Context: an optimization exercise on an open-source flow, tuned for small area. The choices shown serve that exercise and are no tape-out recipe. No functional check of the RTL was part of any run shown here. Power and IR drop assume default switching activity.

[flow/flow/run.sh]
#!/bin/bash
# Layout flow: the standard flow (standard.sh) with three changes.
#  1. After the standard synthesis, fa_polarity.py picks for every full-adder
#     cell its plain or its dual form (FA(~a,~b,~c) = ~FA(a,b,c)) so that the
#     netlist needs fewer inverters; registers are not touched.
#  2. Clock tree synthesis runs without dummy loads.
#  3. Ports are buffered with sky130_fd_sc_hd__buf_1.
# Each tool's output goes to a log of its own in this folder.
set -euo pipefail
source flow/settings.sh
bash standard.sh synth > standard_synth.log 2>&1
R=orfs/results/sky130hd/sobel_image_processor/base
cp $R/1_2_yosys.v $R/1_2_yosys_standard.v
python3 flow/fa_polarity.py $R/1_2_yosys_standard.v $R/1_2_yosys.v > fa_polarity.log 2>&1
rm -f $R/1_synth.odb $R/1_synth.sdc
bash standard.sh finish > standard_finish.log 2>&1
[flow/flow/settings.sh]
# Settings for run.sh, read by the ORFS make through the environment.
export CTS_ARGS="-sink_clustering_enable -repair_clock_nets -dont_use_dummy_load -sink_clustering_size 30 -sink_clustering_max_diameter 80 -buf_list sky130_fd_sc_hd__clkbuf_16"
export BUFFER_PORTS_ARGS="-buffer_cell sky130_fd_sc_hd__buf_1"
[flow/config.mk]
export PLATFORM = sky130hd
export DESIGN_NAME = sobel_image_processor
export DESIGN_NICKNAME = sobel_image_processor
export VERILOG_FILES = /design/flow/design.v
export SDC_FILE = /design/flow/constraint.sdc
export NUM_CORES = 4
export LEC_CHECK = 0
export CAP_MARGIN = 20
export CORE_MARGIN = 2
export CORE_UTILIZATION = 60
export SLEW_MARGIN = 20
[flow/design.v]
package sobel_pkg;
  localparam int PIX_W   = 8;     
  localparam int GRAD_W  = 11;    
  localparam int COEF_R  = 77;
  localparam int COEF_G  = 150;
  localparam int COEF_B  = 29;
  localparam int SAT_MAX = 255;   
  typedef logic [PIX_W-1:0] pix_t;
  typedef struct packed {
    pix_t r;
    pix_t g;
    pix_t b;
  } rgb_t;
  function automatic pix_t rgb_to_gray(input rgb_t p);
    logic [15:0] acc;
    acc = 16'(COEF_R) * 16'(p.r) + 16'(COEF_G) * 16'(p.g) + 16'(COEF_B) * 16'(p.b);
    rgb_to_gray = acc[15:8];
  endfunction
endpackage
module line_buffer
#(
  parameter int DEPTH = 100
) (
  input  logic clk,
  input  logic en,
  input  sobel_pkg::pix_t din,
  output sobel_pkg::pix_t dout
);
  sobel_pkg::pix_t mem [0:DEPTH-1];
  assign dout = mem[DEPTH-1];
  always_ff @(posedge clk) begin
    if (en) begin
      mem[0] <= din;
      for (int i = 1; i < DEPTH; i++) begin
        mem[i] <= mem[i-1];
      end
    end
  end
endmodule
module sobel_image_processor
#(
  parameter int WIDTH      = 100,
  parameter int DATA_WIDTH = 8
) (
  input  logic                    clk,
  input  logic                    rst_n,
  input  logic                    shift_en,
  input  logic [3*DATA_WIDTH-1:0] data_in,
  output logic [3*DATA_WIDTH-1:0] out_pixel
);
  localparam int COL_W = (WIDTH > 1) ? $clog2(WIDTH) : 1;
  logic [COL_W-1:0] col_reg;
  logic [1:0]       row_reg;
  always_ff @(posedge clk or negedge rst_n) begin
    if (!rst_n) begin
      col_reg <= '0;
      row_reg <= '0;
    end else if (shift_en) begin
      if (col_reg == COL_W'(WIDTH - 1)) begin
        col_reg <= '0;
        if (row_reg != 2'd3) row_reg <= row_reg + 2'd1;
      end else begin
        col_reg <= col_reg + 1'b1;
      end
    end
  end
  sobel_pkg::pix_t y_comb, y_reg;
  sobel_gray u_gray (.rgb(data_in), .y(y_comb));
  always_ff @(posedge clk) begin
    if (shift_en) y_reg <= ~y_comb;
  end
  sobel_pkg::pix_t w [3][3];
  sobel_pkg::pix_t lb_out [2];
  line_buffer #(.DEPTH(WIDTH - 3)) u_lb1 (
    .clk (clk), .en(shift_en), .din(w[0][2]), .dout(lb_out[0])
  );
  line_buffer #(.DEPTH(WIDTH - 3)) u_lb2 (
    .clk (clk), .en(shift_en), .din(w[1][2]), .dout(lb_out[1])
  );
  always_ff @(posedge clk) begin
    if (shift_en) begin
      w[0][0] <= y_reg;
      w[1][0] <= lb_out[0];
      w[2][0] <= lb_out[1];
      for (int r = 0; r < 3; r++) begin
        w[r][1] <= w[r][0];
        w[r][2] <= (r == 1) ? ~w[r][1] : w[r][1];
      end
    end
  end
  sobel_pkg::pix_t mag;
  sobel_mag u_mag (
    .n00(w[0][0]), .n01(w[0][1]), .n02(w[0][2]),
    .n10(w[1][0]), .n11(w[1][1]), .p12(w[1][2]),
    .p20(w[2][0]), .p21(w[2][1]), .p22(w[2][2]),
    .mag(mag)
  );
  logic valid;
  assign valid = ((col_reg >= COL_W'(4)) && (row_reg >= 2'd2)) ||
                 ((col_reg <  COL_W'(2)) && (row_reg == 2'd3));
  sobel_pkg::pix_t out_reg;
  always_ff @(posedge clk or negedge rst_n) begin
    if (!rst_n) begin
      out_reg <= '0;
    end else if (shift_en) begin
      out_reg <= valid ? mag : '0;
    end
  end
  assign out_pixel = {3{out_reg}};
endmodule
module sobel_gray (
  input  logic [23:0] rgb,
  output logic [7:0]  y
);
  logic [7:0] r, g, b;
  assign {r, g, b} = rgb;
  wire [8:0] rb;
  wire gs_1, gs_2, gs_3, gs_4, gs_5, gs_6, gs_7, gs_8, gs_9, gs_10, gs_11, gs_12, gs_13, gs_14, gs_15, gs_16;
  assign gs_1 = r[0] ^ b[0];
  assign gs_2 = r[0] & b[0];
  assign gs_3 = r[1] ^ b[1] ^ gs_2;
  assign gs_4 = (r[1] & b[1]) | (r[1] & gs_2) | (b[1] & gs_2);
  assign gs_5 = r[2] ^ b[2] ^ gs_4;
  assign gs_6 = (r[2] & b[2]) | (r[2] & gs_4) | (b[2] & gs_4);
  assign gs_7 = r[3] ^ b[3] ^ gs_6;
  assign gs_8 = (r[3] & b[3]) | (r[3] & gs_6) | (b[3] & gs_6);
  assign gs_9 = r[4] ^ b[4] ^ gs_8;
  assign gs_10 = (r[4] & b[4]) | (r[4] & gs_8) | (b[4] & gs_8);
  assign gs_11 = r[5] ^ b[5] ^ gs_10;
  assign gs_12 = (r[5] & b[5]) | (r[5] & gs_10) | (b[5] & gs_10);
  assign gs_13 = r[6] ^ b[6] ^ gs_12;
  assign gs_14 = (r[6] & b[6]) | (r[6] & gs_12) | (b[6] & gs_12);
  assign gs_15 = r[7] ^ b[7] ^ gs_14;
  assign gs_16 = (r[7] & b[7]) | (r[7] & gs_14) | (b[7] & gs_14);
  assign rb[0] = gs_1;
  assign rb[1] = gs_3;
  assign rb[2] = gs_5;
  assign rb[3] = gs_7;
  assign rb[4] = gs_9;
  assign rb[5] = gs_11;
  assign rb[6] = gs_13;
  assign rb[7] = gs_15;
  assign rb[8] = gs_16;
  wire [8:0] gb;
  wire gu_1, gu_2, gu_3, gu_4, gu_5, gu_6, gu_7, gu_8, gu_9, gu_10, gu_11, gu_12, gu_13, gu_14, gu_15, gu_16;
  assign gu_1 = g[0] ^ b[0];
  assign gu_2 = g[0] & b[0];
  assign gu_3 = g[1] ^ b[1] ^ gu_2;
  assign gu_4 = (g[1] & b[1]) | (g[1] & gu_2) | (b[1] & gu_2);
  assign gu_5 = g[2] ^ b[2] ^ gu_4;
  assign gu_6 = (g[2] & b[2]) | (g[2] & gu_4) | (b[2] & gu_4);
  assign gu_7 = g[3] ^ b[3] ^ gu_6;
  assign gu_8 = (g[3] & b[3]) | (g[3] & gu_6) | (b[3] & gu_6);
  assign gu_9 = g[4] ^ b[4] ^ gu_8;
  assign gu_10 = (g[4] & b[4]) | (g[4] & gu_8) | (b[4] & gu_8);
  assign gu_11 = g[5] ^ b[5] ^ gu_10;
  assign gu_12 = (g[5] & b[5]) | (g[5] & gu_10) | (b[5] & gu_10);
  assign gu_13 = g[6] ^ b[6] ^ gu_12;
  assign gu_14 = (g[6] & b[6]) | (g[6] & gu_12) | (b[6] & gu_12);
  assign gu_15 = g[7] ^ b[7] ^ gu_14;
  assign gu_16 = (g[7] & b[7]) | (g[7] & gu_14) | (b[7] & gu_14);
  assign gb[0] = gu_1;
  assign gb[1] = gu_3;
  assign gb[2] = gu_5;
  assign gb[3] = gu_7;
  assign gb[4] = gu_9;
  assign gb[5] = gu_11;
  assign gb[6] = gu_13;
  assign gb[7] = gu_15;
  assign gb[8] = gu_16;
  wire gy_1, gy_2, gy_3, gy_4, gy_5, gy_6, gy_7, gy_8, gy_9, gy_10, gy_11, gy_12, gy_13, gy_14, gy_15, gy_16, gy_17, gy_18, gy_19, gy_20, gy_21, gy_22, gy_23, gy_24, gy_25, gy_26, gy_27, gy_28, gy_29, gy_30, gy_31, gy_32, gy_33, gy_34, gy_35, gy_36, gy_37, gy_38, gy_39, gy_40, gy_41, gy_42, gy_43, gy_44, gy_45, gy_46, gy_47, gy_48, gy_49, gy_50, gy_51, gy_52, gy_53, gy_54, gy_55, gy_56, gy_57, gy_58, gy_59, gy_60, gy_61, gy_62, gy_63, gy_64, gy_65, gy_66, gy_67, gy_68, gy_69, gy_70, gy_71, gy_72, gy_73, gy_74, gy_75, gy_76, gy_77, gy_78, gy_79, gy_80, gy_81, gy_82, gy_83, gy_84, gy_85, gy_86, gy_87, gy_88, gy_89, gy_90, gy_91, gy_92, gy_93, gy_94, gy_95, gy_96, gy_97, gy_98, gy_99, gy_100, gy_101, gy_102, gy_103, gy_104, gy_105, gy_106, gy_107, gy_108, gy_109, gy_110, gy_111, gy_112;
  assign gy_1 = g[0] ^ rb[1];
  assign gy_2 = g[0] & rb[1];
  assign gy_3 = g[0] ^ g[1] ^ rb[2];
  assign gy_4 = (g[0] & g[1]) | (g[0] & rb[2]) | (g[1] & rb[2]);
  assign gy_5 = rb[0] ^ gy_2 ^ gy_3;
  assign gy_6 = (rb[0] & gy_2) | (rb[0] & gy_3) | (gy_2 & gy_3);
  assign gy_7 = g[1] ^ g[2] ^ rb[3];
  assign gy_8 = (g[1] & g[2]) | (g[1] & rb[3]) | (g[2] & rb[3]);
  assign gy_9 = rb[0] ^ rb[1] ^ gy_4;
  assign gy_10 = (rb[0] & rb[1]) | (rb[0] & gy_4) | (rb[1] & gy_4);
  assign gy_11 = gy_7 ^ gy_6 ^ gy_9;
  assign gy_12 = (gy_7 & gy_6) | (gy_7 & gy_9) | (gy_6 & gy_9);
  assign gy_13 = g[2] ^ g[3] ^ rb[4];
  assign gy_14 = (g[2] & g[3]) | (g[2] & rb[4]) | (g[3] & rb[4]);
  assign gy_15 = rb[1] ^ rb[2] ^ gb[0];
  assign gy_16 = (rb[1] & rb[2]) | (rb[1] & gb[0]) | (rb[2] & gb[0]);
  assign gy_17 = gy_8 ^ gy_13 ^ gy_15;
  assign gy_18 = (gy_8 & gy_13) | (gy_8 & gy_15) | (gy_13 & gy_15);
  assign gy_19 = gy_10 ^ gy_17 ^ gy_12;
  assign gy_20 = (gy_10 & gy_17) | (gy_10 & gy_12) | (gy_17 & gy_12);
  assign gy_21 = g[3] ^ g[4] ^ rb[5];
  assign gy_22 = (g[3] & g[4]) | (g[3] & rb[5]) | (g[4] & rb[5]);
  assign gy_23 = rb[2] ^ rb[3] ^ gb[1];
  assign gy_24 = (rb[2] & rb[3]) | (rb[2] & gb[1]) | (rb[3] & gb[1]);
  assign gy_25 = gy_14 ^ gy_16 ^ gy_21;
  assign gy_26 = (gy_14 & gy_16) | (gy_14 & gy_21) | (gy_16 & gy_21);
  assign gy_27 = gy_23 ^ gy_18 ^ gy_25;
  assign gy_28 = (gy_23 & gy_18) | (gy_23 & gy_25) | (gy_18 & gy_25);
  assign gy_29 = gy_27 ^ gy_20;
  assign gy_30 = gy_27 & gy_20;
  assign gy_31 = g[4] ^ g[5] ^ r[0];
  assign gy_32 = (g[4] & g[5]) | (g[4] & r[0]) | (g[5] & r[0]);
  assign gy_33 = gy_31 ^ rb[6] ^ rb[3];
  assign gy_34 = (gy_31 & rb[6]) | (gy_31 & rb[3]) | (rb[6] & rb[3]);
  assign gy_35 = rb[4] ^ gb[2] ^ gy_22;
  assign gy_36 = (rb[4] & gb[2]) | (rb[4] & gy_22) | (gb[2] & gy_22);
  assign gy_37 = gy_24 ^ gy_33 ^ gy_26;
  assign gy_38 = (gy_24 & gy_33) | (gy_24 & gy_26) | (gy_33 & gy_26);
  assign gy_39 = gy_35 ^ gy_28 ^ gy_37;
  assign gy_40 = (gy_35 & gy_28) | (gy_35 & gy_37) | (gy_28 & gy_37);
  assign gy_41 = gy_39 ^ gy_30;
  assign gy_42 = gy_39 & gy_30;
  assign gy_43 = g[5] ^ g[6] ^ r[1];
  assign gy_44 = (g[5] & g[6]) | (g[5] & r[1]) | (g[6] & r[1]);
  assign gy_45 = g[0] ^ gy_32 ^ gy_43;
  assign gy_46 = (g[0] & gy_32) | (g[0] & gy_43) | (gy_32 & gy_43);
  assign gy_47 = gy_45 ^ rb[7] ^ rb[4];
  assign gy_48 = (gy_45 & rb[7]) | (gy_45 & rb[4]) | (rb[7] & rb[4]);
  assign gy_49 = rb[5] ^ gb[3] ^ gy_34;
  assign gy_50 = (rb[5] & gb[3]) | (rb[5] & gy_34) | (gb[3] & gy_34);
  assign gy_51 = gy_47 ^ gy_36 ^ gy_49;
  assign gy_52 = (gy_47 & gy_36) | (gy_47 & gy_49) | (gy_36 & gy_49);
  assign gy_53 = gy_38 ^ gy_51 ^ gy_40;
  assign gy_54 = (gy_38 & gy_51) | (gy_38 & gy_40) | (gy_51 & gy_40);
  assign gy_55 = gy_53 ^ gy_42;
  assign gy_56 = gy_53 & gy_42;
  assign gy_57 = g[6] ^ g[7] ^ r[2];
  assign gy_58 = (g[6] & g[7]) | (g[6] & r[2]) | (g[7] & r[2]);
  assign gy_59 = g[1] ^ gy_44 ^ gy_57;
  assign gy_60 = (g[1] & gy_44) | (g[1] & gy_57) | (gy_44 & gy_57);
  assign gy_61 = gy_46 ^ gy_59 ^ rb[8];
  assign gy_62 = (gy_46 & gy_59) | (gy_46 & rb[8]) | (gy_59 & rb[8]);
  assign gy_63 = rb[5] ^ rb[6] ^ gb[4];
  assign gy_64 = (rb[5] & rb[6]) | (rb[5] & gb[4]) | (rb[6] & gb[4]);
  assign gy_65 = gy_48 ^ gy_61 ^ gy_63;
  assign gy_66 = (gy_48 & gy_61) | (gy_48 & gy_63) | (gy_61 & gy_63);
  assign gy_67 = gy_50 ^ gy_65 ^ gy_52;
  assign gy_68 = (gy_50 & gy_65) | (gy_50 & gy_52) | (gy_65 & gy_52);
  assign gy_69 = gy_67 ^ gy_54 ^ gy_56;
  assign gy_70 = (gy_67 & gy_54) | (gy_67 & gy_56) | (gy_54 & gy_56);
  assign gy_71 = g[7] ^ r[3] ^ g[2];
  assign gy_72 = (g[7] & r[3]) | (g[7] & g[2]) | (r[3] & g[2]);
  assign gy_73 = gy_58 ^ gy_71 ^ gy_60;
  assign gy_74 = (gy_58 & gy_71) | (gy_58 & gy_60) | (gy_71 & gy_60);
  assign gy_75 = gy_73 ^ rb[6] ^ rb[7];
  assign gy_76 = (gy_73 & rb[6]) | (gy_73 & rb[7]) | (rb[6] & rb[7]);
  assign gy_77 = gb[5] ^ gy_62 ^ gy_64;
  assign gy_78 = (gb[5] & gy_62) | (gb[5] & gy_64) | (gy_62 & gy_64);
  assign gy_79 = gy_75 ^ gy_66 ^ gy_77;
  assign gy_80 = (gy_75 & gy_66) | (gy_75 & gy_77) | (gy_66 & gy_77);
  assign gy_81 = gy_79 ^ gy_68 ^ gy_70;
  assign gy_82 = (gy_79 & gy_68) | (gy_79 & gy_70) | (gy_68 & gy_70);
  assign gy_83 = r[4] ^ g[3] ^ gy_72;
  assign gy_84 = (r[4] & g[3]) | (r[4] & gy_72) | (g[3] & gy_72);
  assign gy_85 = gy_83 ^ gy_74 ^ rb[7];
  assign gy_86 = (gy_83 & gy_74) | (gy_83 & rb[7]) | (gy_74 & rb[7]);
  assign gy_87 = rb[8] ^ gb[6] ^ gy_76;
  assign gy_88 = (rb[8] & gb[6]) | (rb[8] & gy_76) | (gb[6] & gy_76);
  assign gy_89 = gy_85 ^ gy_78 ^ gy_87;
  assign gy_90 = (gy_85 & gy_78) | (gy_85 & gy_87) | (gy_78 & gy_87);
  assign gy_91 = gy_80 ^ gy_89 ^ gy_82;
  assign gy_92 = (gy_80 & gy_89) | (gy_80 & gy_82) | (gy_89 & gy_82);
  assign gy_93 = r[5] ^ g[4] ^ gy_84;
  assign gy_94 = (r[5] & g[4]) | (r[5] & gy_84) | (g[4] & gy_84);
  assign gy_95 = gy_93 ^ rb[8] ^ gb[7];
  assign gy_96 = (gy_93 & rb[8]) | (gy_93 & gb[7]) | (rb[8] & gb[7]);
  assign gy_97 = gy_86 ^ gy_95 ^ gy_88;
  assign gy_98 = (gy_86 & gy_95) | (gy_86 & gy_88) | (gy_95 & gy_88);
  assign gy_99 = gy_90 ^ gy_97 ^ gy_92;
  assign gy_100 = (gy_90 & gy_97) | (gy_90 & gy_92) | (gy_97 & gy_92);
  assign gy_101 = r[6] ^ g[5] ^ gy_94;
  assign gy_102 = (r[6] & g[5]) | (r[6] & gy_94) | (g[5] & gy_94);
  assign gy_103 = gy_101 ^ gb[8] ^ gy_96;
  assign gy_104 = (gy_101 & gb[8]) | (gy_101 & gy_96) | (gb[8] & gy_96);
  assign gy_105 = gy_103 ^ gy_98 ^ gy_100;
  assign gy_106 = (gy_103 & gy_98) | (gy_103 & gy_100) | (gy_98 & gy_100);
  assign gy_107 = r[7] ^ g[6] ^ gy_102;
  assign gy_108 = (r[7] & g[6]) | (r[7] & gy_102) | (g[6] & gy_102);
  assign gy_109 = gy_107 ^ gy_104 ^ gy_106;
  assign gy_110 = (gy_107 & gy_104) | (gy_107 & gy_106) | (gy_104 & gy_106);
  assign gy_111 = g[7] ^ gy_108 ^ gy_110;
  assign gy_112 = (g[7] & gy_108) | (g[7] & gy_110) | (gy_108 & gy_110);
  assign y[0] = gy_69;
  assign y[1] = gy_81;
  assign y[2] = gy_91;
  assign y[3] = gy_99;
  assign y[4] = gy_105;
  assign y[5] = gy_109;
  assign y[6] = gy_111;
  assign y[7] = gy_112;
endmodule
module sobel_mag (
  input  logic [7:0] n00, n01, n02, n10, n11, p12, p20, p21, p22,
  output logic [7:0] mag
);
  wire [8:0] u;
  wire du_1, du_2, du_3, du_4, du_5, du_6, du_7, du_8, du_9, du_10, du_11, du_12, du_13, du_14, du_15, du_16, du_17, du_18;
  assign du_1 = p22[0] ^ n00[0] ^ 1'b1;
  assign du_2 = (p22[0] & n00[0]) | (p22[0] & 1'b1) | (n00[0] & 1'b1);
  assign du_3 = p22[1] ^ n00[1] ^ du_2;
  assign du_4 = (p22[1] & n00[1]) | (p22[1] & du_2) | (n00[1] & du_2);
  assign du_5 = p22[2] ^ n00[2] ^ du_4;
  assign du_6 = (p22[2] & n00[2]) | (p22[2] & du_4) | (n00[2] & du_4);
  assign du_7 = p22[3] ^ n00[3] ^ du_6;
  assign du_8 = (p22[3] & n00[3]) | (p22[3] & du_6) | (n00[3] & du_6);
  assign du_9 = p22[4] ^ n00[4] ^ du_8;
  assign du_10 = (p22[4] & n00[4]) | (p22[4] & du_8) | (n00[4] & du_8);
  assign du_11 = p22[5] ^ n00[5] ^ du_10;
  assign du_12 = (p22[5] & n00[5]) | (p22[5] & du_10) | (n00[5] & du_10);
  assign du_13 = p22[6] ^ n00[6] ^ du_12;
  assign du_14 = (p22[6] & n00[6]) | (p22[6] & du_12) | (n00[6] & du_12);
  assign du_15 = p22[7] ^ n00[7] ^ du_14;
  assign du_16 = (p22[7] & n00[7]) | (p22[7] & du_14) | (n00[7] & du_14);
  assign du_17 = 1'b1 ^ du_16;
  assign du_18 = 1'b1 & du_16;
  assign u[0] = du_1;
  assign u[1] = du_3;
  assign u[2] = du_5;
  assign u[3] = du_7;
  assign u[4] = du_9;
  assign u[5] = du_11;
  assign u[6] = du_13;
  assign u[7] = du_15;
  assign u[8] = du_17;
  wire [8:0] v;
  wire dv_1, dv_2, dv_3, dv_4, dv_5, dv_6, dv_7, dv_8, dv_9, dv_10, dv_11, dv_12, dv_13, dv_14, dv_15, dv_16, dv_17, dv_18;
  assign dv_1 = p20[0] ^ n02[0] ^ 1'b1;
  assign dv_2 = (p20[0] & n02[0]) | (p20[0] & 1'b1) | (n02[0] & 1'b1);
  assign dv_3 = p20[1] ^ n02[1] ^ dv_2;
  assign dv_4 = (p20[1] & n02[1]) | (p20[1] & dv_2) | (n02[1] & dv_2);
  assign dv_5 = p20[2] ^ n02[2] ^ dv_4;
  assign dv_6 = (p20[2] & n02[2]) | (p20[2] & dv_4) | (n02[2] & dv_4);
  assign dv_7 = p20[3] ^ n02[3] ^ dv_6;
  assign dv_8 = (p20[3] & n02[3]) | (p20[3] & dv_6) | (n02[3] & dv_6);
  assign dv_9 = p20[4] ^ n02[4] ^ dv_8;
  assign dv_10 = (p20[4] & n02[4]) | (p20[4] & dv_8) | (n02[4] & dv_8);
  assign dv_11 = p20[5] ^ n02[5] ^ dv_10;
  assign dv_12 = (p20[5] & n02[5]) | (p20[5] & dv_10) | (n02[5] & dv_10);
  assign dv_13 = p20[6] ^ n02[6] ^ dv_12;
  assign dv_14 = (p20[6] & n02[6]) | (p20[6] & dv_12) | (n02[6] & dv_12);
  assign dv_15 = p20[7] ^ n02[7] ^ dv_14;
  assign dv_16 = (p20[7] & n02[7]) | (p20[7] & dv_14) | (n02[7] & dv_14);
  assign dv_17 = 1'b1 ^ dv_16;
  assign dv_18 = 1'b1 & dv_16;
  assign v[0] = dv_1;
  assign v[1] = dv_3;
  assign v[2] = dv_5;
  assign v[3] = dv_7;
  assign v[4] = dv_9;
  assign v[5] = dv_11;
  assign v[6] = dv_13;
  assign v[7] = dv_15;
  assign v[8] = dv_17;
  wire [8:0] e;
  wire de_1, de_2, de_3, de_4, de_5, de_6, de_7, de_8, de_9, de_10, de_11, de_12, de_13, de_14, de_15, de_16, de_17, de_18;
  assign de_1 = p12[0] ^ n10[0] ^ 1'b1;
  assign de_2 = (p12[0] & n10[0]) | (p12[0] & 1'b1) | (n10[0] & 1'b1);
  assign de_3 = p12[1] ^ n10[1] ^ de_2;
  assign de_4 = (p12[1] & n10[1]) | (p12[1] & de_2) | (n10[1] & de_2);
  assign de_5 = p12[2] ^ n10[2] ^ de_4;
  assign de_6 = (p12[2] & n10[2]) | (p12[2] & de_4) | (n10[2] & de_4);
  assign de_7 = p12[3] ^ n10[3] ^ de_6;
  assign de_8 = (p12[3] & n10[3]) | (p12[3] & de_6) | (n10[3] & de_6);
  assign de_9 = p12[4] ^ n10[4] ^ de_8;
  assign de_10 = (p12[4] & n10[4]) | (p12[4] & de_8) | (n10[4] & de_8);
  assign de_11 = p12[5] ^ n10[5] ^ de_10;
  assign de_12 = (p12[5] & n10[5]) | (p12[5] & de_10) | (n10[5] & de_10);
  assign de_13 = p12[6] ^ n10[6] ^ de_12;
  assign de_14 = (p12[6] & n10[6]) | (p12[6] & de_12) | (n10[6] & de_12);
  assign de_15 = p12[7] ^ n10[7] ^ de_14;
  assign de_16 = (p12[7] & n10[7]) | (p12[7] & de_14) | (n10[7] & de_14);
  assign de_17 = 1'b1 ^ de_16;
  assign de_18 = 1'b1 & de_16;
  assign e[0] = de_1;
  assign e[1] = de_3;
  assign e[2] = de_5;
  assign e[3] = de_7;
  assign e[4] = de_9;
  assign e[5] = de_11;
  assign e[6] = de_13;
  assign e[7] = de_15;
  assign e[8] = de_17;
  wire [8:0] f;
  wire df_1, df_2, df_3, df_4, df_5, df_6, df_7, df_8, df_9, df_10, df_11, df_12, df_13, df_14, df_15, df_16, df_17, df_18;
  assign df_1 = p21[0] ^ n01[0] ^ 1'b1;
  assign df_2 = (p21[0] & n01[0]) | (p21[0] & 1'b1) | (n01[0] & 1'b1);
  assign df_3 = p21[1] ^ n01[1] ^ df_2;
  assign df_4 = (p21[1] & n01[1]) | (p21[1] & df_2) | (n01[1] & df_2);
  assign df_5 = p21[2] ^ n01[2] ^ df_4;
  assign df_6 = (p21[2] & n01[2]) | (p21[2] & df_4) | (n01[2] & df_4);
  assign df_7 = p21[3] ^ n01[3] ^ df_6;
  assign df_8 = (p21[3] & n01[3]) | (p21[3] & df_6) | (n01[3] & df_6);
  assign df_9 = p21[4] ^ n01[4] ^ df_8;
  assign df_10 = (p21[4] & n01[4]) | (p21[4] & df_8) | (n01[4] & df_8);
  assign df_11 = p21[5] ^ n01[5] ^ df_10;
  assign df_12 = (p21[5] & n01[5]) | (p21[5] & df_10) | (n01[5] & df_10);
  assign df_13 = p21[6] ^ n01[6] ^ df_12;
  assign df_14 = (p21[6] & n01[6]) | (p21[6] & df_12) | (n01[6] & df_12);
  assign df_15 = p21[7] ^ n01[7] ^ df_14;
  assign df_16 = (p21[7] & n01[7]) | (p21[7] & df_14) | (n01[7] & df_14);
  assign df_17 = 1'b1 ^ df_16;
  assign df_18 = 1'b1 & df_16;
  assign f[0] = df_1;
  assign f[1] = df_3;
  assign f[2] = df_5;
  assign f[3] = df_7;
  assign f[4] = df_9;
  assign f[5] = df_11;
  assign f[6] = df_13;
  assign f[7] = df_15;
  assign f[8] = df_17;
  wire [10:0] gx, gy;
  wire gx_1, gx_2, gx_3, gx_4, gx_5, gx_6, gx_7, gx_8, gx_9, gx_10, gx_11, gx_12, gx_13, gx_14, gx_15, gx_16, gx_17, gx_18, gx_19, gx_20, gx_21, gx_22, gx_23, gx_24, gx_25, gx_26, gx_27, gx_28, gx_29, gx_30, gx_31, gx_32, gx_33, gx_34, gx_35, gx_36, gx_37, gx_38;
  assign gx_1 = 1'b1 ^ u[0] ^ ~v[0];
  assign gx_2 = (1'b1 & u[0]) | (1'b1 & ~v[0]) | (u[0] & ~v[0]);
  assign gx_3 = u[1] ^ ~v[1] ^ e[0];
  assign gx_4 = (u[1] & ~v[1]) | (u[1] & e[0]) | (~v[1] & e[0]);
  assign gx_5 = gx_2 ^ gx_3;
  assign gx_6 = gx_2 & gx_3;
  assign gx_7 = u[2] ^ ~v[2] ^ e[1];
  assign gx_8 = (u[2] & ~v[2]) | (u[2] & e[1]) | (~v[2] & e[1]);
  assign gx_9 = gx_4 ^ gx_7 ^ gx_6;
  assign gx_10 = (gx_4 & gx_7) | (gx_4 & gx_6) | (gx_7 & gx_6);
  assign gx_11 = u[3] ^ ~v[3] ^ e[2];
  assign gx_12 = (u[3] & ~v[3]) | (u[3] & e[2]) | (~v[3] & e[2]);
  assign gx_13 = gx_8 ^ gx_11 ^ gx_10;
  assign gx_14 = (gx_8 & gx_11) | (gx_8 & gx_10) | (gx_11 & gx_10);
  assign gx_15 = u[4] ^ ~v[4] ^ e[3];
  assign gx_16 = (u[4] & ~v[4]) | (u[4] & e[3]) | (~v[4] & e[3]);
  assign gx_17 = gx_12 ^ gx_15 ^ gx_14;
  assign gx_18 = (gx_12 & gx_15) | (gx_12 & gx_14) | (gx_15 & gx_14);
  assign gx_19 = u[5] ^ ~v[5] ^ e[4];
  assign gx_20 = (u[5] & ~v[5]) | (u[5] & e[4]) | (~v[5] & e[4]);
  assign gx_21 = gx_16 ^ gx_19 ^ gx_18;
  assign gx_22 = (gx_16 & gx_19) | (gx_16 & gx_18) | (gx_19 & gx_18);
  assign gx_23 = u[6] ^ ~v[6] ^ e[5];
  assign gx_24 = (u[6] & ~v[6]) | (u[6] & e[5]) | (~v[6] & e[5]);
  assign gx_25 = gx_20 ^ gx_23 ^ gx_22;
  assign gx_26 = (gx_20 & gx_23) | (gx_20 & gx_22) | (gx_23 & gx_22);
  assign gx_27 = u[7] ^ ~v[7] ^ e[6];
  assign gx_28 = (u[7] & ~v[7]) | (u[7] & e[6]) | (~v[7] & e[6]);
  assign gx_29 = gx_24 ^ gx_27 ^ gx_26;
  assign gx_30 = (gx_24 & gx_27) | (gx_24 & gx_26) | (gx_27 & gx_26);
  assign gx_31 = ~u[8] ^ v[8] ^ e[7];
  assign gx_32 = (~u[8] & v[8]) | (~u[8] & e[7]) | (v[8] & e[7]);
  assign gx_33 = gx_28 ^ gx_31 ^ gx_30;
  assign gx_34 = (gx_28 & gx_31) | (gx_28 & gx_30) | (gx_31 & gx_30);
  assign gx_35 = ~e[8] ^ gx_32 ^ gx_34;
  assign gx_36 = (~e[8] & gx_32) | (~e[8] & gx_34) | (gx_32 & gx_34);
  assign gx_37 = 1'b1 ^ gx_36;
  assign gx_38 = 1'b1 & gx_36;
  assign gx[0] = gx_1;
  assign gx[1] = gx_5;
  assign gx[2] = gx_9;
  assign gx[3] = gx_13;
  assign gx[4] = gx_17;
  assign gx[5] = gx_21;
  assign gx[6] = gx_25;
  assign gx[7] = gx_29;
  assign gx[8] = gx_33;
  assign gx[9] = gx_35;
  assign gx[10] = gx_37;
  wire gy_1, gy_2, gy_3, gy_4, gy_5, gy_6, gy_7, gy_8, gy_9, gy_10, gy_11, gy_12, gy_13, gy_14, gy_15, gy_16, gy_17, gy_18, gy_19, gy_20, gy_21, gy_22, gy_23, gy_24, gy_25, gy_26, gy_27, gy_28, gy_29, gy_30, gy_31, gy_32, gy_33, gy_34, gy_35, gy_36, gy_37, gy_38;
  assign gy_1 = u[0] ^ v[0];
  assign gy_2 = u[0] & v[0];
  assign gy_3 = u[1] ^ v[1] ^ f[0];
  assign gy_4 = (u[1] & v[1]) | (u[1] & f[0]) | (v[1] & f[0]);
  assign gy_5 = gy_2 ^ gy_3;
  assign gy_6 = gy_2 & gy_3;
  assign gy_7 = u[2] ^ v[2] ^ f[1];
  assign gy_8 = (u[2] & v[2]) | (u[2] & f[1]) | (v[2] & f[1]);
  assign gy_9 = gy_4 ^ gy_7 ^ gy_6;
  assign gy_10 = (gy_4 & gy_7) | (gy_4 & gy_6) | (gy_7 & gy_6);
  assign gy_11 = u[3] ^ v[3] ^ f[2];
  assign gy_12 = (u[3] & v[3]) | (u[3] & f[2]) | (v[3] & f[2]);
  assign gy_13 = gy_8 ^ gy_11 ^ gy_10;
  assign gy_14 = (gy_8 & gy_11) | (gy_8 & gy_10) | (gy_11 & gy_10);
  assign gy_15 = u[4] ^ v[4] ^ f[3];
  assign gy_16 = (u[4] & v[4]) | (u[4] & f[3]) | (v[4] & f[3]);
  assign gy_17 = gy_12 ^ gy_15 ^ gy_14;
  assign gy_18 = (gy_12 & gy_15) | (gy_12 & gy_14) | (gy_15 & gy_14);
  assign gy_19 = u[5] ^ v[5] ^ f[4];
  assign gy_20 = (u[5] & v[5]) | (u[5] & f[4]) | (v[5] & f[4]);
  assign gy_21 = gy_16 ^ gy_19 ^ gy_18;
  assign gy_22 = (gy_16 & gy_19) | (gy_16 & gy_18) | (gy_19 & gy_18);
  assign gy_23 = u[6] ^ v[6] ^ f[5];
  assign gy_24 = (u[6] & v[6]) | (u[6] & f[5]) | (v[6] & f[5]);
  assign gy_25 = gy_20 ^ gy_23 ^ gy_22;
  assign gy_26 = (gy_20 & gy_23) | (gy_20 & gy_22) | (gy_23 & gy_22);
  assign gy_27 = u[7] ^ v[7] ^ f[6];
  assign gy_28 = (u[7] & v[7]) | (u[7] & f[6]) | (v[7] & f[6]);
  assign gy_29 = gy_24 ^ gy_27 ^ gy_26;
  assign gy_30 = (gy_24 & gy_27) | (gy_24 & gy_26) | (gy_27 & gy_26);
  assign gy_31 = ~u[8] ^ ~v[8] ^ f[7];
  assign gy_32 = (~u[8] & ~v[8]) | (~u[8] & f[7]) | (~v[8] & f[7]);
  assign gy_33 = gy_28 ^ gy_31 ^ gy_30;
  assign gy_34 = (gy_28 & gy_31) | (gy_28 & gy_30) | (gy_31 & gy_30);
  assign gy_35 = ~f[8] ^ gy_32 ^ gy_34;
  assign gy_36 = (~f[8] & gy_32) | (~f[8] & gy_34) | (gy_32 & gy_34);
  assign gy_37 = 1'b1 ^ gy_36;
  assign gy_38 = 1'b1 & gy_36;
  assign gy[0] = gy_1;
  assign gy[1] = gy_5;
  assign gy[2] = gy_9;
  assign gy[3] = gy_13;
  assign gy[4] = gy_17;
  assign gy[5] = gy_21;
  assign gy[6] = gy_25;
  assign gy[7] = gy_29;
  assign gy[8] = gy_33;
  assign gy[9] = gy_35;
  assign gy[10] = gy_37;
  wire [9:0] ax, ay;
  assign ax = gx[9:0] ^ {10{gx[10]}};
  assign ay = gy[9:0] ^ {10{gy[10]}};
  wire [8:0] sum;
  wire sm_1, sm_2, sm_3, sm_4, sm_5, sm_6, sm_7, sm_8, sm_9, sm_10, sm_11, sm_12, sm_13, sm_14, sm_15, sm_16, sm_17, sm_18, sm_19, sm_20, sm_21, sm_22, sm_23, sm_24, sm_25, sm_26, sm_27, sm_28, sm_29, sm_30, sm_31, sm_32, sm_33, sm_34;
  assign sm_1 = ax[0] ^ ay[0] ^ gx[10];
  assign sm_2 = (ax[0] & ay[0]) | (ax[0] & gx[10]) | (ay[0] & gx[10]);
  assign sm_3 = gy[10] ^ sm_1;
  assign sm_4 = gy[10] & sm_1;
  assign sm_5 = ax[1] ^ ay[1] ^ sm_2;
  assign sm_6 = (ax[1] & ay[1]) | (ax[1] & sm_2) | (ay[1] & sm_2);
  assign sm_7 = sm_4 ^ sm_5;
  assign sm_8 = sm_4 & sm_5;
  assign sm_9 = ax[2] ^ ay[2] ^ sm_6;
  assign sm_10 = (ax[2] & ay[2]) | (ax[2] & sm_6) | (ay[2] & sm_6);
  assign sm_11 = sm_8 ^ sm_9;
  assign sm_12 = sm_8 & sm_9;
  assign sm_13 = ax[3] ^ ay[3] ^ sm_10;
  assign sm_14 = (ax[3] & ay[3]) | (ax[3] & sm_10) | (ay[3] & sm_10);
  assign sm_15 = sm_12 ^ sm_13;
  assign sm_16 = sm_12 & sm_13;
  assign sm_17 = ax[4] ^ ay[4] ^ sm_14;
  assign sm_18 = (ax[4] & ay[4]) | (ax[4] & sm_14) | (ay[4] & sm_14);
  assign sm_19 = sm_16 ^ sm_17;
  assign sm_20 = sm_16 & sm_17;
  assign sm_21 = ax[5] ^ ay[5] ^ sm_18;
  assign sm_22 = (ax[5] & ay[5]) | (ax[5] & sm_18) | (ay[5] & sm_18);
  assign sm_23 = sm_20 ^ sm_21;
  assign sm_24 = sm_20 & sm_21;
  assign sm_25 = ax[6] ^ ay[6] ^ sm_22;
  assign sm_26 = (ax[6] & ay[6]) | (ax[6] & sm_22) | (ay[6] & sm_22);
  assign sm_27 = sm_24 ^ sm_25;
  assign sm_28 = sm_24 & sm_25;
  assign sm_29 = ax[7] ^ ay[7] ^ sm_26;
  assign sm_30 = (ax[7] & ay[7]) | (ax[7] & sm_26) | (ay[7] & sm_26);
  assign sm_31 = sm_28 ^ sm_29;
  assign sm_32 = sm_28 & sm_29;
  assign sm_33 = sm_30 ^ sm_32;
  assign sm_34 = sm_30 & sm_32;
  assign sum[0] = sm_3;
  assign sum[1] = sm_7;
  assign sum[2] = sm_11;
  assign sum[3] = sm_15;
  assign sum[4] = sm_19;
  assign sum[5] = sm_23;
  assign sum[6] = sm_27;
  assign sum[7] = sm_31;
  assign sum[8] = sm_33;
  assign mag = (sum[8] | (|ax[9:8]) | (|ay[9:8])) ? 8'd255 : sum[7:0];
endmodule
[flow/constraint.sdc]
create_clock -name core_clock -period 10.0 [get_ports {clk}]
set_input_delay 2.0000 -clock core_clock [delete_from_list [all_inputs] [get_ports {clk}]]
set_output_delay 2.0000 -clock core_clock [all_outputs]
set_load 0.01 [all_outputs]
[flow/standard.sh]
#!/bin/bash
# synth_recipe.tcl (not shown) runs the flow's synth.tcl, then flattens the netlist and writes it again
# the make line also repeats each setting of config.mk as NAME=value (left out here)
make -C /OpenROAD-flow-scripts/flow DESIGN_CONFIG=/design/flow/config.mk WORK_HOME=/design/flow/orfs CLKGATE_MAP_FILE= SYNTH_SCRIPT=/design/flow/synth_recipe.tcl "${@:-finish}"
[flow/flow/fa_polarity.py]
#!/usr/bin/env python3
"""Remove inverters around full adders in a Yosys netlist.

A full adder is self-dual: FA(~a, ~b, ~c) = (~sum, ~cout). Yosys's adder
extraction often leaves inverters on full-adder pins. This pass picks, for
each sky130 fa_1 cell, whether to use it as is or in its dual form, so as to
need as few inverters as possible, and rebuilds the inverters accordingly.
The circuit's function is unchanged; no register is touched.

usage: fa_polarity.py IN.v OUT.v
"""
import re
import sys
from collections import defaultdict

INV = "sky130_fd_sc_hd__inv_1"
FA_PREFIX = "sky130_fd_sc_hd__fa_"
OUT_PINS = {"X", "Y", "Q", "Q_N", "SUM", "COUT", "HI", "LO"}

src = open(sys.argv[1]).read()

# ---- parse the single module ----
m = re.search(r"^module\s+(\S+)\s*\((.*?)\);", src, re.S | re.M)
cell_re = re.compile(r"^\s*(sky130_fd_sc_hd__\w+)\s+(\S+)\s*\((.*?)\);\s*$", re.S | re.M)
pin_re = re.compile(r"\.(\w+)\(([^()]*)\)")

cells = {}      # name -> [type, {pin: net}, span]
order = []
for cm in cell_re.finditer(src):
    typ, name, body = cm.group(1), cm.group(2), cm.group(3)
    pins = {p: n.strip() for p, n in pin_re.findall(body)}
    cells[name] = [typ, pins, cm.span()]
    order.append(name)

# nets referenced outside cells (assigns, ports) count as fixed-polarity loads
outside = src
for name in reversed(order):
    s, e = cells[name][2]
    outside = outside[:s] + outside[e:]
def norm(n):
    return n.strip()
ext_refs = set()
assigns = "\n".join(re.findall(r"^\s*assign\s.*?;", outside, re.S | re.M))
for tok in re.findall(r"(\\\S+\s|[A-Za-z_][\w$]*(?:\[\d+\])?)", assigns + " " + m.group(2)):
    ext_refs.add(tok.strip())
ext_refs.discard("assign")

driver = {}
loads = defaultdict(list)   # net -> [(cell, pin)]
for name, (typ, pins, _) in cells.items():
    for p, n in pins.items():
        if p in OUT_PINS:
            driver[n] = (name, p)
        else:
            loads[n].append((name, p))

def is_inv(c):
    return cells[c][0] == INV

def base_of(net):
    """(base net, inverted) following inverter chains"""
    inv = False
    seen = 0
    while net in driver and is_inv(driver[net][0]) and seen < 8:
        net = cells[driver[net][0]][1]["A"]
        inv = not inv
        seen += 1
    return net, inv

fas = [c for c in order if cells[c][0].startswith(FA_PREFIX)]
fa_set = set(fas)

# base signals touched: inputs (via inverters) and outputs of FAs
# For each base signal: list of load references (cell, pin, inverted_now)
# An inverter-output net that is referenced externally is treated as fixed.
bases = set()
for f in fas:
    pins = cells[f][1]
    for p in ("A", "B", "CIN"):
        bases.add(base_of(pins[p])[0])
    for p in ("SUM", "COUT"):
        bases.add(pins[p])

# skip bases whose inverter tree has something unusual (inverter outputs
# referenced outside cells, or non-inv_1 inverters)
def inv_tree_ok(b, depth=0):
    for (c, p) in loads[b]:
        if is_inv(c):
            y = cells[c][1]["Y"]
            if y in ext_refs or depth > 3:
                return False
            if not inv_tree_ok(y, depth + 1):
                return False
    return True
bases = {b for b in bases if inv_tree_ok(b)}

def collect(b):
    """all non-inverter loads of base b: (cell, pin, inv)"""
    res = []
    inv_cells = []
    stack = [(b, False)]
    while stack:
        net, inv = stack.pop()
        for (c, p) in loads[net]:
            if is_inv(c):
                inv_cells.append(c)
                stack.append((cells[c][1]["Y"], not inv))
            else:
                res.append((c, p, inv))
    return res, inv_cells

info = {b: collect(b) for b in bases}
ext_inv_need = {}   # base -> (needs_true, needs_inv) from external refs
for b in bases:
    t = b in ext_refs or b.split('[')[0].lstrip('\\') in ext_refs or b.split('[')[0] in ext_refs
    ext_inv_need[b] = t

flip = {f: False for f in fas}
drv_fa = {}
for b in bases:
    if b in driver and driver[b][0] in fa_set:
        drv_fa[b] = driver[b][0]

def base_cost(b):
    x = flip[drv_fa[b]] if b in drv_fa else False
    need_inv = False
    if ext_inv_need[b] and x:
        need_inv = True
    for (c, p, inv) in info[b][0]:
        want = inv
        if c in fa_set and flip[c]:
            want = not want
        if want != x:
            need_inv = True
            break
    return 1 if need_inv else 0

fa_bases = defaultdict(set)
for b in bases:
    if b in drv_fa:
        fa_bases[drv_fa[b]].add(b)
    for (c, p, inv) in info[b][0]:
        if c in fa_set:
            fa_bases[c].add(b)

before = sum(base_cost(b) for b in bases)
import random, math
rng = random.Random(1)
cur = before
best = cur
best_flip = dict(flip)
steps = 40000
for step in range(steps):
    T = 2.0 * (1 - step / steps) + 0.01
    f = fas[rng.randrange(len(fas))]
    bs = fa_bases[f]
    c0 = sum(base_cost(b) for b in bs)
    flip[f] = not flip[f]
    c1 = sum(base_cost(b) for b in bs)
    d = c1 - c0
    if d <= 0 or rng.random() < math.exp(-d / T):
        cur += d
        if cur < best:
            best = cur
            best_flip = dict(flip)
    else:
        flip[f] = not flip[f]
flip.update(best_flip)
after = sum(base_cost(b) for b in bases)
old_invs = set()
for b in bases:
    old_invs.update(info[b][1])
sys.stderr.write(f"fa_polarity: {len(fas)} full adders, {sum(flip.values())} flipped; "
                 f"inverters on these signals {len(old_invs)} -> {after} (model {before})\n")

# ---- rewrite ----
# new pin connections
newpin = defaultdict(dict)   # cell -> {pin: net}
new_invs = []                # (name, in, out)
k = 0
for b in sorted(bases):
    x = flip[drv_fa[b]] if b in drv_fa else False
    needs = []
    for (c, p, inv) in info[b][0]:
        want = inv ^ (c in fa_set and flip[c])
        needs.append((c, p, want != x))
    ext_bad = ext_inv_need[b] and x
    if ext_bad:
        # rename: the driver now makes the complement, so give the driver a
        # new net and rebuild b with an inverter
        c, p = driver[b]
        phys = f"fapol_n{k}"; k += 1
        newpin[c][p] = phys
        new_invs.append((f"fapol_i{k}", phys, b)); k += 1
        for (c2, p2, ninv) in needs:
            # loads want true value (b) if not ninv; physical is inverted
            newpin[c2][p2] = b if ninv else phys
        continue
    if any(n for (_, _, n) in needs):
        y = f"fapol_n{k}"; k += 1
        new_invs.append((f"fapol_i{k}", b, y)); k += 1
    for (c, p, ninv) in needs:
        newpin[c][p] = y if ninv else b

def esc(n):
    return n + " " if n.startswith("\\") else n

out = src
# delete old inverters and patch cells, from the end to keep spans valid
edits = []
for name in order:
    typ, pins, (s, e) = cells[name]
    if name in old_invs:
        edits.append((s, e, ""))
    elif name in newpin or (typ.startswith(FA_PREFIX) and flip[name]):
        p2 = dict(pins)
        p2.update(newpin.get(name, {}))
        body = ",\n".join(f"    .{p}({esc(n)})" for p, n in p2.items())
        edits.append((s, e, f"  {typ} {name} (\n{body}\n  );"))
for s, e, t in sorted(edits, reverse=True):
    out = out[:s] + t + out[e:]
decl = "".join(f"  wire {y};\n" for (_, a, y) in new_invs if y.startswith("fapol_n")) + \
       "".join(f"  wire {a};\n" for (_, a, y) in new_invs if a.startswith("fapol_n"))
insts = "".join(f"  {INV} {n} (\n    .A({esc(a)}),\n    .Y({esc(y)})\n  );\n" for (n, a, y) in new_invs)
pos = out.rfind("endmodule")
out = out[:pos] + decl + insts + out[pos:]
open(sys.argv[2], "w").write(out)
==> results of run 1 <==
## critical path, delay by kind of cell (launching register included)
family                   cells  cell delay (ns)
AO/OA/AOI/OAI                2             0.24
XOR/XNOR                     3             0.44
adder cells (fa/ha/maj)     20             7.77
buffers and inverters        6             0.38
flip-flops                   1             0.40
AND/OR/NAND/NOR              1             0.15
## where the power goes
part	leakage [nW]	switching [mW]	total, mW	internal, mW
clock network	0.826	1.78	3.00	1.21
logic	1.92	1.53	2.70	1.18
registers	16.2	0.198	8.32	8.13
total	18.9	3.51	14.0	10.5
## cell usage in the layout (no fill, tap or decap), types with 2 or more instances in the layout
cell and count:
edfxtp_1 1632, clkbuf_16 67, fa_2 7, fa_1 119
o22ai_1 8, buf_1 49, ha_1 26, buf_6 3
mux2i_1 3, nand2b_1 4, xnor2_1 14, xor2_1 9
o21ai_0 6, nand2_1 4, nor2_1 10, and3b_1 2
dfrtp_1 17, buf_4 15, nor3b_1 2, nand4_1 3
buf_12 7, inv_1 68, a21oi_1 4
## what timing repair did
| item | in CTS | in global routing |
|---|---|---|
| gates resized for setup | 2 | 10 |
| setup endpoints to repair | 8 | 8 |
| pin swaps | 0 | 2 |
| hold buffers | 0 | 0 |
| buffers inserted | 0 | 1 |
## through the flow
step	TNS, ns	hold slack (ns)
finish	0	0.3848
global route	0	0.3901
CTS	0	0.3885
detailed placement	-0.9471	0.4045
global placement	0	0.4026
floorplan	0	0.4003
## cell type report
class	instances	area share [%]
timing repair buffer	75	0.8417
multi-input combinational	237	6.134
clock buffer	67	2.952
sequential	1649	87.05
inverter	69	0.4561
tap	1165	2.567
## worst paths after layout
| path | slack (ns) | endpoint | start | cells past startpoint |
|---|---|---|---|---|
| max | 0.42 | out_reg[2] | w[2][0] | 32 |
| min | 0.38 | u_lb1.mem[12][6] | u_lb1.mem[11][6] | 0 |
| max reg2reg | 0.42 | out_reg[2] | w[2][0] | 32 |
| min reg2reg | 0.38 | u_lb1.mem[12][6] | u_lb1.mem[11][6] | 0 |
| max in group asynchronous | 8.33 | out_reg[2] | rst_n | 2 |
| min in group asynchronous | 1.22 | col_reg[1] | rst_n | 1 |
## routing by layer
metal / vias up / wire (um)
met1: 9276 / 33530
met4: 0 / 1081
li1: 7832 / -
met3: 76 / 2288
met2: 213 / 26670
met5: - / 0
==> summary.txt, run 1 <==
* Ys Warns at 6
* Slew HR at 35.43%
* Max incr delay on CP at 0.53 ns
* Area of the multi-input gates at 3483 um2
* Final Wtd Congestion at 0.7606
* CTS sink cnt at 1649
* GRT overflow at 0
* Die H at 302.0 um
* IO buf count at 50
* GRT Overall Usage at 13.89%
* Root Buffer: clkbuf_16
* CORE AREA at 88240 um2
* Post-Place Cells at 3193
* Crit path max-delay cell type: fa_1
* Syn_nets at 2154
* Grt met1 use at 24.11%
* Num CTS Buffers at 67
* Count of final hold-check violations at 0
* Detailed-route vias per instance at 5.333
* I/O pin count at 51
* Fin nets at 2278
* Avg Cell Area, Syn at 26.97 um2
* Hpwl dp at 32.39 mm
* Most used routing layer: met1
* Pwr per Cell Area at 247.0 nW/um2
* Post-Place Worst Slack at -0.1354 ns
* DRC violations left at 0
* Max Root-Sink Buffers at 3
* Row cnt at 109
* N_diodes at 0
* Leak at 18.92 nW
* Met2 Use GR at 18.60%
* Reg area at 49430 um2
* TritonCTS clock tree: yes
* Util after Layout at 64.36%
* Final cell count without fillers at 3262
* Die area at 91190 um2
* Mapped Cells at 1975
* Filler Cells Inserted at 5613
* Post-Route WL at 63.57 mm
* Vias in the first global route at 17096
* Setup violations, final at 0
* Crit Path Category: register to register
* RSZ-0062 raised after global routing: false
* Final Max Tran Viols at 0
* Critical path's most frequent cell: fa_1
* Htree depth at 3
* GR Layer Usage met3 at 2.234%
* Pin count of the biggest net entering global routing at 187
* Final instance area at 56790 um2
* Slew at the pin closest to its max-slew limit at 0.9686 ns
* Post-route ant nets at 0
* First-pass GRT wire length at 97.77 mm
* Routed length per instance at 19.49 um
* Clock skew at 0.06559 ns
* Die X at 302.0 um
* Worst min path class: register to register
* Tot Pwr at 14.03 mW
* Final setup margin at 0.4247 ns
* Area growth syn-to-layout at 6.593%
* Largest registers: u_lb1.mem: 776 flops, u_lb2.mem: 776 flops, w: 72 flops
* Crit. End Element: register
* Maximum vdd drop at 0.2941 mV
* Share of layout cells above drive strength 1 at 5.103%
* Crit-path max FO at 8
* Startpoint Class: register
* Required @ worst endpoint at 10.43 ns
* Crit path DAT at 10.00 ns
* Max Cap Viol at 0
* Placement Cell Area at 55040 um2
* Max Fclk at 104.4 MHz
* Outcome: complete, no violations
* Clock latency (worst-skew pair) at 0.64 ns
* Minimum clock period after layout at 9.575 ns
* Antenna violations before repair at 5
* DR iter-0 viols at 1749
* Post-synth design cell area at 53270 um2
* Clock-pin slew on the worst setup and hold paths at 0.10 ns
* Starting Density at 60.38%
* 1st-pass router iterations at 5
* Vias at 17397
* Final period util at 95.75%
==> run 2: changes to the inputs <==
==> flow/flow/settings.sh (replaced) <==
# Settings for run.sh, read by the ORFS make through the environment.
export CTS_ARGS="-sink_clustering_enable -repair_clock_nets -dont_use_dummy_load -sink_clustering_size 34 -sink_clustering_max_diameter 70 -buf_list sky130_fd_sc_hd__clkbuf_16"
export BUFFER_PORTS_ARGS="-buffer_cell sky130_fd_sc_hd__buf_1"
==> run 2 against run 1 <==
Effect of this change:
- critical path depth unchanged
- routed wire length is essentially flat
- power is 0.17% higher
- fmax is 0.39% higher
- die area did not move
- flip-flop and latch count unchanged
- largest power group unchanged
- highest routed layer unchanged
==> summary.txt, run 2 <==
* GRT Overall Usage at 13.84% (-0.048 points)
* Row cnt at 109 (unchanged)
* Avg Cell Area, Syn at 26.97 um2 (unchanged)
* Outcome: complete, no violations
* Hold Path Stages at 0 (unchanged)
* Startpoint Class: register
* Met2 Use GR at 18.62% (about the same)
* Final cell count without fillers at 3260 (-0.061%)
* Setup violations, final at 0 (unchanged)
* Max Cap Viol at 0 (unchanged)
* Pwr per Cell Area at 247.5 nW/um2 (+0.22%)
* Most common cell after layout, fill and taps aside: edfxtp_1
* Vias in the first global route at 17028 (-0.40%)
* Reg2reg setup slack at 0.46 ns (+0.04 ns)
* Root Buffer: clkbuf_16
* DR iter-0 viols at 1813 (+3.7%)
* Largest registers: u_lb1.mem: 776 flops, u_lb2.mem: 776 flops, w: 72 flops
* GR Layer Usage met3 at 2.255% (+0.022 points)
* Final setup margin at 0.4619 ns (+0.03719 ns)
* Leak at 18.90 nW (-0.11%)
* Post-synth design cell area at 53270 um2 (unchanged)
* Fin Setup TNS at 0 ns (unchanged)
* CP bufs+invs at 6 (unchanged)
* Commonest cells after routing, fill and taps aside: edfxtp_1 (1632), fa_1 (118), inv_1 (68), clkbuf_16 (66), buf_1 (49)
* 1st-pass router iterations at 5 (unchanged)
* Final Wtd Congestion at 0.7606 (unchanged)
* Antenna violations before repair at 5 (unchanged)
* Total internal power at 10.52 mW (about the same)
* Final Max Tran Viols at 0 (unchanged)
* Grt met1 use at 24.10% (about the same)
* Worst path depth at 32 (unchanged)
* Crit-path leading delay family: adder cells
* Slew HR at 34.55% (-0.88 points)
* I/O pin count at 51 (unchanged)
* GRT overflow at 0 (unchanged)
* Starting Density at 60.38% (unchanged)
* Switching share of power at 25.15% (+0.12 points)
* Share of layout cells above drive strength 1 at 5.155% (+0.053 points)
* Required @ worst endpoint at 10.43 ns (about the same)
* Util after Layout at 64.32% (about the same)
* Post-Place Cells at 3193 (unchanged)
* Die area at 91190 um2 (unchanged)
* Post-Place Worst Slack at -0.1354 ns (unchanged)
* Max Fclk at 104.8 MHz (+0.39%)
* DRC violations left at 0 (unchanged)
* Path depth of the worst reg2reg path at 32 (unchanged)
* Syn_nets at 2154 (unchanged)
* Max Root-Sink Buffers at 3 (unchanged)
* Clock skew at 0.05114 ns (-0.01445 ns)
* Crit. End Element: register
* Routed length per instance at 19.49 um (about the same)
* Crit-path max FO at 8 (unchanged)
* Crit path DAT at 9.97 ns (-0.03 ns)
* Die H at 302.0 um (unchanged)
* Clock latency (worst-skew pair) at 0.62 ns (-0.02 ns)
* Post-route ant nets at 0 (unchanged)
* Slew at the pin closest to its max-slew limit at 0.9818 ns (+0.01322 ns)
* Clock-pin slew on the worst setup and hold paths at 0.12 ns (+0.02 ns)
* Detailed-route vias per instance at 5.369 (+0.68%)
* CTS sink cnt at 1649 (unchanged)
* CORE AREA at 88240 um2 (unchanged)
* IO buf count at 50 (unchanged)
* Die X at 302.0 um (unchanged)
* Num CTS Buffers at 66 (-1.5%)
* Mapped Cells at 1975 (unchanged)
* Final period util at 95.38% (-0.37 points)
* TritonCTS clock tree: yes
* Vias at 17504 (+0.62%)
* Fin nets at 2276 (-0.088%)
* Ys Warns at 6 (unchanged)
* Critical path's most frequent cell: fa_1
* Maximum vdd drop at 0.3016 mV (+2.5%)
* Area growth syn-to-layout at 6.538% (about the same)
* Max incr delay on CP at 0.53 ns (about the same)
* Htree depth at 3 (unchanged)
* Minimum clock period after layout at 9.538 ns (-0.03719 ns)
* Min Hold Slack at 0.3774 ns (-0.007323 ns)
* Worst min path class: register to register
* Logic pwr share at 19.6% (+0.3 points)
* Net Sw Power at 3.533 mW (+0.64%)
* Count of final hold-check violations at 0 (unchanged)
* Post-Route WL at 63.55 mm (about the same)
* Clk network pwr share at 21.2% (-0.2 points)
* Sequential power share at 59.3% (about the same)
* Crit Path Category: register to register
* Hpwl dp at 32.39 mm (unchanged)
* Pin count of the biggest net entering global routing at 187 (unchanged)
* N_diodes at 0 (unchanged)
* Most used routing layer: met1
* First-pass GRT wire length at 97.75 mm (about the same)
* Crit path max-delay cell type: fa_1
[run 2: cell types whose count changed in the layout (fill, tap and decap cells not counted), sizes merged]
cell and change:
buf -1, clkbuf -1
[run 2: worst paths after layout]
check                                  from          to
max in group asynchronous             rst_n  out_reg[2]
max reg2reg                         w[2][0]  out_reg[2]
min                        u_lb2.mem[96][7]     w[6][7]
min reg2reg                u_lb2.mem[96][7]     w[6][7]
min in group asynchronous             rst_n  col_reg[4]
max                                 w[2][0]  out_reg[2]
[run 2: what timing repair did]
item,in CTS,in global routing
pin swaps,1,2
setup buffers,1,0
hold buffers,0,0
setup endpoints to repair,8,8
gates resized for setup,2,13
[run 2: metal layers]
| metal | wire length [um] | share of wire [%] |
|---|---|---|
| met3 | 2249 | 3.5 |
| met2 | 26710 | 42 |
| met1 | 33550 | 53 |
| met4 | 1035 | 1.6 |
| met5 | 0 | 0 |
[run 2: stage by stage]
step / area [um2] / power (mW)
after global placement: 55040 / 11.08
after global routing: 56760 / 14.90
after detailed placement: 55040 / 11.11
after CTS: 56710 / 14.16
after floorplan: 53270 / 10.25
final: 56760 / 14.05
[run 2: layout make-up]
cell class                 count  area [um2]
timing repair buffer          74       466.7
sequential                  1649       49430
inverter                      69       259.0
tap                         1165        1458
multi-input combinational    237        3491
fill                        5620       31480
clock buffer                  66        1652
[run 2: power groups by stage]
stage	Clock (mW)	Combinational, mW	Sequential, mW
after floorplan	0	1.87	8.38
after global placement	0	2.60	8.48
after detailed placement	0	2.63	8.48
after CTS	3.14	2.68	8.34
after global routing	3.35	3.18	8.37
final	2.98	2.75	8.33
[run 2: worst register-to-register path, delay by kind of cell (launching register included)]
family / cells / cell delay, ns
simple gates: 1 / 0.15
flops: 1 / 0.41
xor+xnor: 3 / 0.44
compound gates: 2 / 0.25
fa+ha+maj: 20 / 7.72
buf+inv: 6 / 0.38
==> run 3: changes to the inputs <==
==> flow/flow/settings.sh (replaced) <==
# Settings for run.sh, read by the ORFS make through the environment.
export CTS_ARGS="-sink_clustering_enable -repair_clock_nets -dont_use_dummy_load -sink_clustering_size 36 -sink_clustering_max_diameter 60 -buf_list sky130_fd_sc_hd__clkbuf_16"
export BUFFER_PORTS_ARGS="-buffer_cell sky130_fd_sc_hd__buf_1"
==> run 3 against run 2 <==
Effect of this change:
- still clean
- non-clock buffer count is the same
- design area is 1.4% higher
- sequential power about the same
- area after synthesis is the same
- flip-flop and latch count did not move
- critical path depth is 1 lower
- core utilization up 0.88 points
- critical endpoint is now out_reg[0]
- largest cell class unchanged
- largest power group unchanged
==> summary.txt, run 3 <==
* Max Root-Sink Buffers at 3 (unchanged)
* Clock skew at 0.07069 ns (+0.01955 ns)
* Count of final hold-check violations at 0 (unchanged)
* Root Buffer: clkbuf_16
* Avg Cell Area, Syn at 26.97 um2 (unchanged)
* Outcome: complete, no violations
* Commonest cells after routing, fill and taps aside: edfxtp_1 (1632), fa_1 (119), clkbuf_16 (97), inv_1 (68), buf_1 (49)
* Post-route ant nets at 0 (unchanged)
* DR iter-0 viols at 1672 (-7.8%)
* Antenna violations before repair at 5 (unchanged)
* Mapped Cells at 1975 (unchanged)
* GRT Overall Usage at 14.13% (+0.29 points)
* Pin count of the biggest net entering global routing at 187 (unchanged)
* Syn_nets at 2154 (unchanged)
* IO buf count at 50 (unchanged)
* Vias in the first global route at 17287 (+1.5%)
* Worst min path class: register to register
* Filler Cells Inserted at 5540 (-1.4%)
* Crit-path max FO at 8 (unchanged)
* Final Wtd Congestion at 0.7606 (unchanged)
* Share of layout cells above drive strength 1 at 6.491% (+1.3 points)
* N_diodes at 0 (unchanged)
* Setup violations, final at 0 (unchanged)
* I/O pin count at 51 (unchanged)
* Crit Path Category: register to register
* Max incr delay on CP at 0.51 ns (-0.02 ns)
* Area growth syn-to-layout at 7.990%
* Htree depth at 3 (unchanged)
* Post-synth design cell area at 53270 um2 (unchanged)
* TritonCTS clock tree: yes
* CTS sink cnt at 1649 (unchanged)
* Die X at 302.0 um (unchanged)
* Startpoint Class: register
* Critical path's most frequent cell: fa_1
* Maximum vdd drop at 0.2998 mV (-0.57%)
* Final Max Tran Viols at 0 (unchanged)
* Crit. End Element: register
* Clock latency (worst-skew pair) at 0.67 ns (+0.05 ns)
* Min Hold Slack at 0.3439 ns (-0.03355 ns)
* Row cnt at 109 (unchanged)
* Starting Density at 60.38% (unchanged)
* First-pass GRT wire length at 99.17 mm (+1.5%)
* Largest registers: u_lb1.mem: 776 flops, u_lb2.mem: 776 flops, w: 72 flops
* Num CTS Buffers at 97 (+47%)
* Crit path max-delay cell type: fa_1
* Detailed-route vias per instance at 5.354 (-0.28%)
* Fin nets at 2307 (+1.4%)
* Max Fclk at 104.3 MHz (-0.53%)
* Routed length per instance at 19.61 um (+0.60%)
* Pwr per Cell Area at 255.4 nW/um2 (+3.2%)
* Util after Layout at 65.20% (+0.88 points)
* Vias at 17621 (+0.67%)
* Crit path DAT at 10.04 ns (+0.07 ns)
* Most common cell after layout, fill and taps aside: edfxtp_1
* Max Cap Viol at 0 (unchanged)
* RSZ-0062 raised after global routing: false
* DRC violations left at 0 (unchanged)
* Leak at 19.28 nW (+2.0%)
* Required @ worst endpoint at 10.45 ns (+0.02 ns)
* Ys Warns at 6 (unchanged)
* Hpwl dp at 32.39 mm (unchanged)
* Die area at 91190 um2 (unchanged)
* Slew at the pin closest to its max-slew limit at 0.9745 ns (-0.007294 ns)
* GRT overflow at 0 (unchanged)
* Hold Buf Count CTS at 0 (unchanged)
* Post-Route WL at 64.54 mm (+1.6%)
* Clock-pin slew on the worst setup and hold paths at 0.10 ns (-0.02 ns)
* CORE AREA at 88240 um2 (unchanged)
* Die H at 302.0 um (unchanged)
* 1st-pass router iterations at 5 (unchanged)
* Slew HR at 35.03% (+0.49 points)
* Final period util at 95.89% (+0.51 points)
* Minimum clock period after layout at 9.589 ns (+0.05099 ns)
## run 3: final timing paths
path | from | to | slack (ns) | cells after the start
worst max-delay path | w[0][0] | out_reg[0] | 0.41 | 31
worst min-delay path | u_lb2.mem[96][3] | w[6][3] | 0.34 | 0
worst max register to register | w[0][0] | out_reg[0] | 0.41 | 31
worst min register to register | u_lb2.mem[96][3] | w[6][3] | 0.34 | 0
max in group asynchronous | rst_n | out_reg[4] | 7.93 | 1
min in group asynchronous | rst_n | col_reg[4] | 1.46 | 1
## run 3: worst max-delay path, delay by kind of cell, from the launching register on
family	cells	cell delay, ns
AOI/OAI and AO/OA	2	0.25
DFF	1	0.39
and+or+nand+nor	1	0.15
adders and majority gates	20	7.82
xor gates and xnor gates	3	0.44
buffers and inverters	5	0.31
## run 3: final cells by class
type	count	area (um2)	area share, %
Tap cell	1165	1458	2.534
Timing Repair Buffer	74	466.7	0.8112
Inverter	69	259.0	0.4502
Sequential cell	1649	49430	85.92
Clock buffer	97	2427	4.219
Multi-Input combinational cell	237	3488	6.063
## run 3: routing by layer
metal	vias to the layer above	global-route usage (%)	routed length, um
li1	7894	-	-
met4	0	4.302	1516
met2	253	18.57	26840
met3	103	2.600	2184
met1	9371	24.41	33990
met5	-	0	0
## run 3: repair_timing
item,4_1_cts,5_1_grt
pin swaps,1,2
buffers inserted,0,1
resized for setup,3,11
endpoints found under the setup margin,8,8
## run 3: metrics by stage
step / instances / setup slack [ns] / setup TNS, ns / cell area [um2] / power, mW
after floorplan: 1975 / 0.3228 / 0 / 53270 / 10.25
after global placement: 3193 / 0.04955 / 0 / 55040 / 11.08
after detailed placement: 3193 / -0.1354 / -0.9471 / 55040 / 11.11
after CTS: 3290 / 0.02266 / 0 / 57480 / 14.81
after global routing: 3291 / 0.01015 / 0 / 57530 / 15.54
final: 3291 / 0.4109 / 0 / 57530 / 14.69
## run 3: where the power goes
group / internal [mW] / switching (mW)
Sequential: 8.13 / 0.200
Combinational: 1.19 / 1.55
Clock: 1.72 / 1.90
Total: 11.0 / 3.66

[afterwards: timing with drivers on the ports]
How much do the figures lean on ideal ports? The routed layouts below were timed once more, with nothing changed but the port constraints. Step 1 (the two cells are an assumption about what drives the block):
set clk [get_ports {clk}]
set_driving_cell -lib_cell sky130_fd_sc_hd__clkbuf_16 $clk
set_driving_cell -lib_cell sky130_fd_sc_hd__buf_2 [delete_from_list [all_inputs] $clk]
Step 2, shift: input delay + t, output delay - t, t = (earliest + latest rising clock arrival at the registers) / 2. This alone moves slack from input paths to output paths. Three values: ideal ports, drivers, drivers and shift; two values: the first two.
run	shift t [ns]	slack for setup (ns)	latest minus earliest clock arrival (ns)	slew at the worst register clock pin (ns)	pins driven straight from the clock port
run 1	0.669	0.425 / 0.425 / -0.024	0.071 / 0.072	0.11 / 0.11	1
run 2	0.663	0.462 / 0.462 / 0.010	0.065 / 0.065	0.12 / 0.12	1
run 3	0.709	0.411 / 0.411 / -0.036	0.093 / 0.092	0.11 / 0.11	1
With both steps, setup timing fails in run 1 and run 3, where it was met with ideal ports. The setup slack of run 2, which loses most, moves by 0.000 ns with the drivers and by -0.452 ns with both steps.
